Background: an optimization exercise with open tools, aiming at small area, a short achievable clock period and few clock cycles per item. Do not read the settings as production practice.
Only simulation tests tie the RTL to the original design; equivalence was not proved.

[design/flow/config.mk]
export PLATFORM = sky130hd
export DESIGN_NAME = pointer_motion_scaler_unit
export DESIGN_NICKNAME = pointer_motion_scaler_unit
export VERILOG_FILES = /design/flow/design.v
export SDC_FILE = /design/flow/constraint.sdc
export NUM_CORES = 4
export LEC_CHECK = 0
export CAP_MARGIN = 20
export CORE_MARGIN = 2
export CORE_UTILIZATION = 40
export SLEW_MARGIN = 20
[design/flow/constraint.sdc]
create_clock -name core_clock -period 10.0 [get_ports {clk}]
set_input_delay 2.0000 -clock core_clock [delete_from_list [all_inputs] [get_ports {clk}]]
set_output_delay 2.0000 -clock core_clock [all_outputs]
set_load 0.01 [all_outputs]
[design/flow/run.sh]
#!/bin/bash
# synth_recipe.tcl (not shown) runs the flow's synth.tcl, then flattens the netlist and writes it again
# the make line also repeats each setting of config.mk as NAME=value (left out here)
make -C /OpenROAD-flow-scripts/flow DESIGN_CONFIG=/design/flow/config.mk WORK_HOME=/design/flow/orfs CLKGATE_MAP_FILE= SYNTH_SCRIPT=/design/flow/synth_recipe.tcl finish
[design/flow/design.v]
package pms_pkg;
  localparam int MOUSE_LEVELS_DEF  = 7;
  localparam int SCROLL_LEVELS_DEF = 8;
  localparam int QUEUE_DEPTH       = 2;
  localparam int RECIP_SHIFT       = 20;
  localparam int RECIP_W           = RECIP_SHIFT + 1;
  localparam int CMD_W             = 30;   
  localparam logic [2:0] KIND_REL_X  = 3'd0;
  localparam logic [2:0] KIND_REL_Y  = 3'd1;
  localparam logic [2:0] KIND_HWHEEL = 3'd2;
  localparam logic [2:0] KIND_WHEEL  = 3'd3;
  localparam logic [2:0] ACT_INV_WHEEL   = 3'd0;
  localparam logic [2:0] ACT_INV_HWHEEL  = 3'd1;
  localparam logic [2:0] ACT_MOUSE_UP    = 3'd2;
  localparam logic [2:0] ACT_MOUSE_DOWN  = 3'd3;
  localparam logic [2:0] ACT_SCROLL_UP   = 3'd4;
  localparam logic [2:0] ACT_SCROLL_DOWN = 3'd5;
  typedef enum logic [1:0] {
    OP_SCALE,
    OP_PASS,
    OP_CLR_MOUSE,
    OP_CLR_SCROLL
  } pms_op_t;
  typedef struct packed {
    logic [2:0] mul;
    logic [4:0] div;
  } pms_ratio_t;
  typedef struct packed {
    pms_op_t            op;
    logic [1:0]         axis;
    logic signed [15:0] value;
    logic               sync;
    pms_ratio_t         ratio;
    logic               invert;
  } pms_cmd_t;
  typedef struct packed {
    logic     valid;
    pms_cmd_t cmd;
  } pms_push_t;
  localparam logic [2:0] B_IDLE  = 3'd0;
  localparam logic [2:0] B_MUL   = 3'd1;
  localparam logic [2:0] B_RECIP = 3'd2;
  localparam logic [2:0] B_FIX   = 3'd3;
  localparam logic [2:0] B_DONE  = 3'd4;
endpackage
import pms_pkg::*;
module pms_front #(
  parameter int MOUSE_LEVELS  = pms_pkg::MOUSE_LEVELS_DEF,
  parameter int SCROLL_LEVELS = pms_pkg::SCROLL_LEVELS_DEF
) (
  input  logic              clk,
  input  logic              rst,
  input  logic              ev_valid,
  output logic              ev_ready,
  input  logic              ev_func,
  input  logic [2:0]        ev_event_kind,
  input  logic signed [15:0] ev_motion_value,
  input  logic              ev_sync_flag,
  input  logic [2:0]        ev_action,
  input  logic              full,
  output pms_pkg::pms_push_t push
);
  localparam logic [2:0] MouseTop    = 3'(MOUSE_LEVELS - 1);
  localparam logic [2:0] ScrollTop   = 3'(SCROLL_LEVELS - 1);
  localparam logic [2:0] MouseReset  = (MouseTop < 3'd4) ? MouseTop : 3'd4;
  localparam logic [2:0] ScrollReset = (ScrollTop < 3'd2) ? ScrollTop : 3'd2;
  function automatic logic [7:0] pms_mouse_ratio(input logic [2:0] lvl);
    logic [7:0] r;
    case (lvl)
      3'd0:    r = {3'd1, 5'd2};
      3'd1:    r = {3'd3, 5'd4};
      3'd2:    r = {3'd1, 5'd1};
      3'd3:    r = {3'd5, 5'd4};
      3'd4:    r = {3'd3, 5'd2};
      3'd5:    r = {3'd7, 5'd4};
      default: r = {3'd2, 5'd1};
    endcase
    pms_mouse_ratio = r;
  endfunction
  function automatic logic [7:0] pms_scroll_ratio(input logic [2:0] lvl);
    logic [7:0] r;
    case (lvl)
      3'd0:    r = {3'd1, 5'd4};
      3'd1:    r = {3'd1, 5'd3};
      3'd2:    r = {3'd7, 5'd20};
      3'd3:    r = {3'd2, 5'd5};
      3'd4:    r = {3'd1, 5'd2};
      3'd5:    r = {3'd1, 5'd1};
      3'd6:    r = {3'd2, 5'd1};
      default: r = {3'd3, 5'd1};
    endcase
    pms_scroll_ratio = r;
  endfunction
  logic [2:0] mouse_level, mouse_level_next;
  logic [2:0] scroll_level, scroll_level_next;
  logic       invert_horizontal, invert_horizontal_next;
  logic       invert_vertical, invert_vertical_next;
  logic       accept;
  assign ev_ready = !full;
  assign accept       = ev_valid && !full;
  always_comb begin
    mouse_level_next       = mouse_level;
    scroll_level_next      = scroll_level;
    invert_horizontal_next = invert_horizontal;
    invert_vertical_next   = invert_vertical;
    push.valid             = 1'b0;
    push.cmd.op            = OP_PASS;
    push.cmd.axis          = ev_event_kind[1:0];
    push.cmd.value         = ev_motion_value;
    push.cmd.sync          = ev_sync_flag;
    push.cmd.ratio         = pms_mouse_ratio(mouse_level);
    push.cmd.invert        = 1'b0;
    if (accept && ev_func) begin
      unique case (ev_action)
        ACT_INV_WHEEL: begin
          invert_vertical_next = !invert_vertical;
        end
        ACT_INV_HWHEEL: begin
          invert_horizontal_next = !invert_horizontal;
        end
        ACT_MOUSE_UP: begin
          if (mouse_level < MouseTop) mouse_level_next = mouse_level + 3'd1;
          push.valid  = 1'b1;
          push.cmd.op = OP_CLR_MOUSE;
        end
        ACT_MOUSE_DOWN: begin
          if (mouse_level != 3'd0) mouse_level_next = mouse_level - 3'd1;
          push.valid  = 1'b1;
          push.cmd.op = OP_CLR_MOUSE;
        end
        ACT_SCROLL_UP: begin
          if (scroll_level < ScrollTop) scroll_level_next = scroll_level + 3'd1;
          push.valid  = 1'b1;
          push.cmd.op = OP_CLR_SCROLL;
        end
        ACT_SCROLL_DOWN: begin
          if (scroll_level != 3'd0) scroll_level_next = scroll_level - 3'd1;
          push.valid  = 1'b1;
          push.cmd.op = OP_CLR_SCROLL;
        end
        default: ;
      endcase
    end else if (accept) begin
      push.valid = 1'b1;
      unique case (ev_event_kind)
        KIND_REL_X, KIND_REL_Y: begin
          push.cmd.op = OP_SCALE;
        end
        KIND_HWHEEL: begin
          push.cmd.op     = OP_SCALE;
          push.cmd.ratio  = pms_scroll_ratio(scroll_level);
          push.cmd.invert = invert_horizontal;
        end
        KIND_WHEEL: begin
          push.cmd.op     = OP_SCALE;
          push.cmd.ratio  = pms_scroll_ratio(scroll_level);
          push.cmd.invert = invert_vertical;
        end
        default: ;
      endcase
    end
  end
  always_ff @(posedge clk) begin
    if (rst) begin
      mouse_level       <= MouseReset;
      scroll_level      <= ScrollReset;
      invert_horizontal <= 1'b0;
      invert_vertical   <= 1'b0;
    end else begin
      mouse_level       <= mouse_level_next;
      scroll_level      <= scroll_level_next;
      invert_horizontal <= invert_horizontal_next;
      invert_vertical   <= invert_vertical_next;
    end
  end
endmodule
import pms_pkg::*;
module pms_queue (
  input  logic               clk,
  input  logic               rst,
  input  pms_pkg::pms_push_t push,
  output logic               full,
  output logic               pop_valid,
  input  logic               pop_ready,
  output pms_pkg::pms_cmd_t  pop_cmd
);
  localparam int Depth = QUEUE_DEPTH;
  localparam int PtrW  = $clog2(Depth);
  localparam int CntW  = $clog2(Depth + 1);
  logic [CMD_W-1:0]  slots [0:Depth-1];
  logic [PtrW-1:0] wr_ptr, rd_ptr;
  logic [CntW-1:0] count;
  logic            do_push, do_pop;
  assign full      = (count == CntW'(Depth));
  assign pop_valid = (count != '0);
  assign pop_cmd   = slots[rd_ptr];
  assign do_push   = push.valid && !full;
  assign do_pop    = pop_valid && pop_ready;
  always_ff @(posedge clk) begin
    if (do_push) slots[wr_ptr] <= push.cmd;
  end
  always_ff @(posedge clk) begin
    if (rst) begin
      wr_ptr <= '0;
      rd_ptr <= '0;
      count  <= '0;
    end else begin
      if (do_push) wr_ptr <= (wr_ptr == PtrW'(Depth - 1)) ? '0 : wr_ptr + 1'b1;
      if (do_pop)  rd_ptr <= (rd_ptr == PtrW'(Depth - 1)) ? '0 : rd_ptr + 1'b1;
      if (do_push && !do_pop)      count <= count + 1'b1;
      else if (do_pop && !do_push) count <= count - 1'b1;
    end
  end
endmodule
import pms_pkg::*;
module pms_back (
  input  logic              clk,
  input  logic              rst,
  input  logic              pop_valid,
  output logic              pop_ready,
  input  pms_pkg::pms_cmd_t pop_cmd,
  output logic              res_valid,
  input  logic              res_ready,
  output logic signed [15:0] res_scaled_value,
  output logic              res_keep_event
);
  function automatic logic [RECIP_W-1:0] pms_recip(input logic [4:0] div);
    logic [RECIP_W-1:0] r;
    case (div)
      5'd1:    r = RECIP_W'(64'd1 << RECIP_SHIFT);
      5'd2:    r = RECIP_W'((64'd1 << RECIP_SHIFT) / 2);
      5'd3:    r = RECIP_W'((64'd1 << RECIP_SHIFT) / 3);
      5'd4:    r = RECIP_W'((64'd1 << RECIP_SHIFT) / 4);
      5'd5:    r = RECIP_W'((64'd1 << RECIP_SHIFT) / 5);
      5'd20:   r = RECIP_W'((64'd1 << RECIP_SHIFT) / 20);
      default: r = '0;
    endcase
    pms_recip = r;
  endfunction
  logic [2:0]         state, state_next;
  pms_pkg::pms_cmd_t           cur;
  logic signed [5:0]  rem [0:3];
  logic [17:0]        n_mag, q_mag;
  logic               n_neg;
  logic               out_valid, out_keep;
  logic signed [15:0] out_value;
  logic               out_free, take, load_out;
  logic signed [18:0] n_val;
  logic [RECIP_W+17:0] recip_prod;
  logic [17:0]        q_est;
  logic [22:0]        qd;
  logic [17:0]        r_est;
  logic [17:0]        q_fix;
  logic [4:0]         r_fix;
  logic signed [18:0] q_s;
  logic signed [15:0] res_sat, res;
  logic               res_keep;
  assign out_free      = !out_valid || res_ready;
  assign res_valid = out_valid;
  assign res_scaled_value = out_value;
  assign res_keep_event   = out_keep;
  assign take      = pop_valid && ((state == B_IDLE) || (state == B_DONE && out_free));
  assign pop_ready = take;
  assign load_out  = (state == B_DONE) && out_free;
  always_comb begin
    n_val = 19'(cur.value) * 19'(signed'({1'b0, cur.ratio.mul})) + 19'(rem[cur.axis]);
  end
  assign recip_prod = (RECIP_W + 18)'(n_mag) * (RECIP_W + 18)'(pms_recip(cur.ratio.div));
  assign q_est      = 18'(recip_prod >> RECIP_SHIFT);
  always_comb begin
    qd    = 23'(q_mag) * 23'(cur.ratio.div);
    r_est = n_mag - 18'(qd);
    if (r_est >= 18'(cur.ratio.div)) begin
      q_fix = q_mag + 18'd1;
      r_fix = 5'(r_est - 18'(cur.ratio.div));
    end else begin
      q_fix = q_mag;
      r_fix = 5'(r_est);
    end
  end
  always_comb begin
    q_s = n_neg ? -$signed({1'b0, q_mag}) : $signed({1'b0, q_mag});
    if (q_s > 19'sd32767)       res_sat = 16'sh7fff;
    else if (q_s < -19'sd32768) res_sat = -16'sh8000;
    else                        res_sat = 16'(q_s);
    if (cur.op == OP_PASS) res_sat = cur.value;
    if (!cur.invert)                res = res_sat;
    else if (res_sat == -16'sh8000) res = 16'sh7fff;
    else                            res = -res_sat;
    res_keep = (cur.op == OP_PASS) || cur.sync || (res != 16'sd0);
  end
  always_comb begin
    state_next = state;
    unique case (state)
      B_IDLE:  state_next = B_IDLE;
      B_MUL:   state_next = B_RECIP;
      B_RECIP: state_next = B_FIX;
      B_FIX:   state_next = B_DONE;
      B_DONE:  if (out_free) state_next = B_IDLE;
      default: state_next = B_IDLE;
    endcase
    if (take) begin
      unique case (pop_cmd.op)
        OP_SCALE: state_next = B_MUL;
        OP_PASS:  state_next = B_DONE;
        default:  state_next = B_IDLE;
      endcase
    end
  end
  always_ff @(posedge clk) begin
    if (rst) state <= B_IDLE;
    else     state <= state_next;
  end
  always_ff @(posedge clk) begin
    if (take) cur <= pop_cmd;
    if (state == B_MUL) begin
      n_neg <= n_val[18];
      n_mag <= 18'(n_val[18] ? -n_val : n_val);
    end
    if (state == B_RECIP) q_mag <= q_est;
    if (state == B_FIX)   q_mag <= q_fix;
    if (load_out) begin
      out_value <= res;
      out_keep  <= res_keep;
    end
  end
  always_ff @(posedge clk) begin
    if (rst) begin
      out_valid <= 1'b0;
      rem[0]    <= '0;
      rem[1]    <= '0;
      rem[2]    <= '0;
      rem[3]    <= '0;
    end else begin
      if (load_out)           out_valid <= 1'b1;
      else if (res_ready) out_valid <= 1'b0;
      if (state == B_FIX) begin
        rem[cur.axis] <= n_neg ? -$signed({1'b0, r_fix}) : $signed({1'b0, r_fix});
      end
      if (take && pop_cmd.op == OP_CLR_MOUSE) begin
        rem[0] <= '0;
        rem[1] <= '0;
      end
      if (take && pop_cmd.op == OP_CLR_SCROLL) begin
        rem[2] <= '0;
        rem[3] <= '0;
      end
    end
  end
endmodule
import pms_pkg::*;
module pointer_motion_scaler_unit (
  input  logic               clk,
  input  logic               rst,
  input  logic               ev_valid,
  output logic               ev_ready,
  input  logic               ev_func,
  input  logic [2:0]         ev_event_kind,
  input  logic signed [15:0] ev_motion_value,
  input  logic               ev_sync_flag,
  input  logic [2:0]         ev_action,
  output logic               res_valid,
  input  logic               res_ready,
  output logic signed [15:0] res_scaled_value,
  output logic               res_keep_event
);
  localparam int MOUSE_LEVELS  = pms_pkg::MOUSE_LEVELS_DEF;
  localparam int SCROLL_LEVELS = pms_pkg::SCROLL_LEVELS_DEF;
  pms_pkg::pms_push_t push;
  pms_pkg::pms_cmd_t  pop_cmd;
  logic      full, pop_valid, pop_ready;
  pms_front #(
    .MOUSE_LEVELS  (MOUSE_LEVELS),
    .SCROLL_LEVELS (SCROLL_LEVELS)
  ) u_front (
    .clk             (clk),
    .rst             (rst),
    .ev_valid        (ev_valid),
    .ev_ready        (ev_ready),
    .ev_func         (ev_func),
    .ev_event_kind   (ev_event_kind),
    .ev_motion_value (ev_motion_value),
    .ev_sync_flag    (ev_sync_flag),
    .ev_action       (ev_action),
    .full            (full),
    .push            (push)
  );
  pms_queue u_queue (
    .clk       (clk),
    .rst       (rst),
    .push      (push),
    .full      (full),
    .pop_valid (pop_valid),
    .pop_ready (pop_ready),
    .pop_cmd   (pop_cmd)
  );
  pms_back u_back (
    .clk              (clk),
    .rst              (rst),
    .pop_valid        (pop_valid),
    .pop_ready        (pop_ready),
    .pop_cmd          (pop_cmd),
    .res_valid        (res_valid),
    .res_ready        (res_ready),
    .res_scaled_value (res_scaled_value),
    .res_keep_event   (res_keep_event)
  );
endmodule
==> results.txt <==
## cell families after synthesis
group                      after synthesis
AOI/OAI and AO/OA                      306
muxes                                   55
and+or+nand+nor                        644
adders and majority gates              470
buffers and inverters                  527
DFF                                    184
xor gates and xnor gates               127
## sequential cells by signal, indices dropped and copies added, names as in the netlist, 16 cells and up, named ones only
signal	flops
u_back.cur	29
u_back.n_mag	18
u_back.out_value	16
u_back.q_mag	18
u_back.rem	24
u_queue.slots	58
## per-stage QoR
step / std cells / cell area, sq um / util (%) / hold slack (ns)
final: 3081 / 24200 / 43.9 / 0.511
after global routing: 3081 / 24200 / 43.9 / 0.558
after CTS: 3081 / 24100 / 43.9 / 0.518
after detailed placement: 3049 / 23500 / 42.7 / 0.507
after global placement: 3049 / 23500 / 42.7 / 0.487
after floorplan: 2313 / 22200 / - / 0.468
## worst max path at each step
stage / slack, ns / startpoint / endpoint / depth (start not counted)
floorplan: 2.26 / u_back.cur[2]$_DFFE_PP_ / u_back.q_mag[16]$_DFFE_PP_ / 26
global route: 1.16 / u_back.cur[3]$_DFFE_PP_ / u_back.q_mag[17]$_DFFE_PP_ / 24
finish: 1.59 / u_back.cur[2]$_DFFE_PP_ / u_back.q_mag[16]$_DFFE_PP_ / 26
CTS: 1.57 / u_back.cur[2]$_DFFE_PP_ / u_back.q_mag[16]$_DFFE_PP_ / 27
detailed placement: 1.60 / u_back.cur[2]$_DFFE_PP_ / u_back.q_mag[16]$_DFFE_PP_ / 27
global placement: 1.76 / u_back.cur[2]$_DFFE_PP_ / u_back.q_mag[16]$_DFFE_PP_ / 27
## worst max-delay path: cells and delay by family (launching register included)
family | cells | cell delay (ns)
DFF | 1 | 0.37
adders and majority gates | 7 | 3.67
and+or+nand+nor | 5 | 0.92
xor gates and xnor gates | 1 | 0.18
buffers and inverters | 6 | 0.77
AOI/OAI and AO/OA | 7 | 2.17
## cells in the final DEF (no fill, tap or decap), drive strengths merged, types with 10 or more instances in the layout
cell and count:
inv 460, fa 261, nand2 225, ha 209, edfxtp 165, nor2 116
and2 113, xnor2 79, a21oi 74, xor2 48, o21ai 48, clkdlybuf4s50 46
mux2 34, nand3 32, a21o 29, nor3 28, nand2b 24, a31oi 20
dfxtp 19, a211oi 19, buf 18, clkbuf 17, o31ai 15, mux2i 15
nor2b 14, and3 13, nand4 12, nor4 11, or3 11, o211ai 10
o21bai 10, o21a 10
## cell type report
type                            count  area share, %
Multi-Input combinational cell   1602           61.8
Sequential cell                   184           22.1
Inverter                          451           7.01
Tap cell                          748           3.88
Timing Repair Buffer               64           2.47
Clock buffer                       17           1.76
Clock inverter                     15           1.00
## routing by layer
metal / routed length [microns] / vias to the layer above
li1: - / 7605
met2: 26600 / 315
met3: 1620 / 73
met1: 23800 / 8023
met5: 0 / -
met4: 1120 / 0
==> flow_summary.yaml <==
sta:
  slew_headroom_pct: 37.2
  setup_tns_ns: 0
  finalCriticalPeriod_ns: 8.41
  hold_violations: 0
  worst_pin_slew_ns: 0.933
  fin_crit_sh_pct: 84.1
  rsz0062_at_grt: "false"
  setup_slack_ns: 1.59
  max_freq_ghz: 0.119
  finalSetupViolCount: 0
  fin_skew_ns: 0.0202
  maxSlewViolCount: 0
synthesis:
  muxShareOfSynthArea_pct: 3.00
  ys_ff_latch: 184
  yosys.area_share.simple_pct: 14.4
  avgSynthCellArea_sq_um: 9.62
  ys_warn_count: 3
  synth.area.top_cells: "fa_1 (23%), edfxtp_1 (22%), ha_1 (12%), inv_1 (7.6%), nand2_1 (3.8%)"
  synth_fp_nets: 2811
  yosysSeqAreaShare_pct: 24.0
  synthAdderAreaFrac_pct: 35.3
  synth-edff-count: 165
  syn_inst: 2313
  synth_top_family_by_area: "adder cells"
  synth_compound_area_share_pct: 9.31
  ys_types: 84
  synth_top_cell_area_share_pct: 23.5
  synthFlopType: "edfxtp_1"
  yosys-top-cells-count: "inv_1 (451), fa_1 (261), nand2_1 (225)"
  yosysMostFrequentCell: "inv_1"
  syn_area_sq_um: 22200
  synth_xor_area_share_pct: 5.00
  postSynth.asyncResetShare_pct: 0
  synth_top_cell_by_area: "fa_1"
global_routing:
  use_met2_pct: 33.6
  antenna_found_initial: 0
  busiest_layer: "met2"
  grt_usage_pct: 19.2
  grt_pass1_vias: 16500
  grt_overflow: 0
  grt_max_degree: 38
  grtUsageMet3_pct: 1.44
  grtUsageMet1_pct: 25.4
  grt_pass1_wl_microns: 86700
cts:
  cts-resized-gates: 0
  clk_pin_slew_ns: 0.08
  cts_buffers: 17
  cts.sinks: 184
  clockBufferDepth: 2
  cts_post_setup_buffers_inserted: 0
  cts_tree: "built"
  ctsHoldBuffers: 0
  clock-root-buffer: "clkbuf_16"
  clk_latency_ns: 0.46
  cts_max_level: 4
worst_setup_path:
  r2r_end: "u_back.q_mag[16]$_DFFE_PP_"
  cpMostUsedCell: "fa_1"
  critPathMaxFanout: 20
  arrival_ns: 8.60
  r2r-start: "u_back.cur[2]$_DFFE_PP_"
  reg2reg_depth: 26
  worstSetupStartpointType: "flop"
  end_kind: "flop"
  worstSetupPathType: "flop to flop"
  slowest_delay_ns: 0.61
  crit_required_ns: 10.19
  slowest_stage: "fa_1"
  reg2reg_slack_ns: 1.59
cells_and_area:
  nNetsFinal: 2818
  area_growth_pct: 8.60
  ff_latch_area_sq_um: 5340
  fillCellCount: 5324
  multi_input_area_sq_um: 14900
  diodes: 0
  drive_gt1_share_pct: 5.44
place:
  port_buffers: 46
  pre_cts_ws_ns: 1.60
  place_congestion: 0.926
  hpwl_microns: 43700
detailed_routing:
  wire_per_inst_microns: 17.3
  drt_iter0_markers: 901
  num_vias: 16000
  ant_nets: 0
  drcViolationCount: 0
  routed_wl_microns: 53200
  viasPerCell: 5.20
  first_pass_iters: 7
worst_hold_path:
  worstHoldStart: "u_queue.count[1]$_SDFFE_PP0P_"
  holdPathEnd: "u_queue.count[1]$_SDFFE_PP0P_"
  whs_path_depth: 2
  hold_path.class: "flop to flop"
run_status:
  outcome: "timing/DRC/antenna clean"
die:
  die_h_microns: 240
  start_util_pct: 40.4
  num_rows: 86
  ios: 47
  die_x_microns: 240
  fp.dieArea_sq_um: 57500
  core_sq_um: 55000
job:
  max-cap-violations: 0
Testbench counts, summed over its fixed seeds: cycles 30,445, items 8,000.

## port drivers added, routing unchanged
Ports are ideal in the flow. The routed layout listed here was re-timed in OpenROAD.
Step 1: set_driving_cell puts a clkbuf_16 on clk and a buf_2 on each other input, an assumption about the parent block.
Step 2, shift: input delay + t, output delay - t, t = (earliest + latest rising clock arrival at the registers) / 2. This alone moves slack from input paths to output paths.
Slacks: ideal ports / drivers / drivers and shift; pairs: ideal ports / drivers.
t, ns: 0.505
setup WS [ns]: 1.594 / 1.594 / 1.594
hold slack, ns: 0.511 / 0.511 / 0.511
slew at the worst register clock pin (ns): 0.09 / 0.09
cell pins on the clock port's net: 1
After both steps this run still meets setup and hold. For this run, drivers alone change the setup slack by 0.000 ns; drivers and shift together by 0.000 ns.
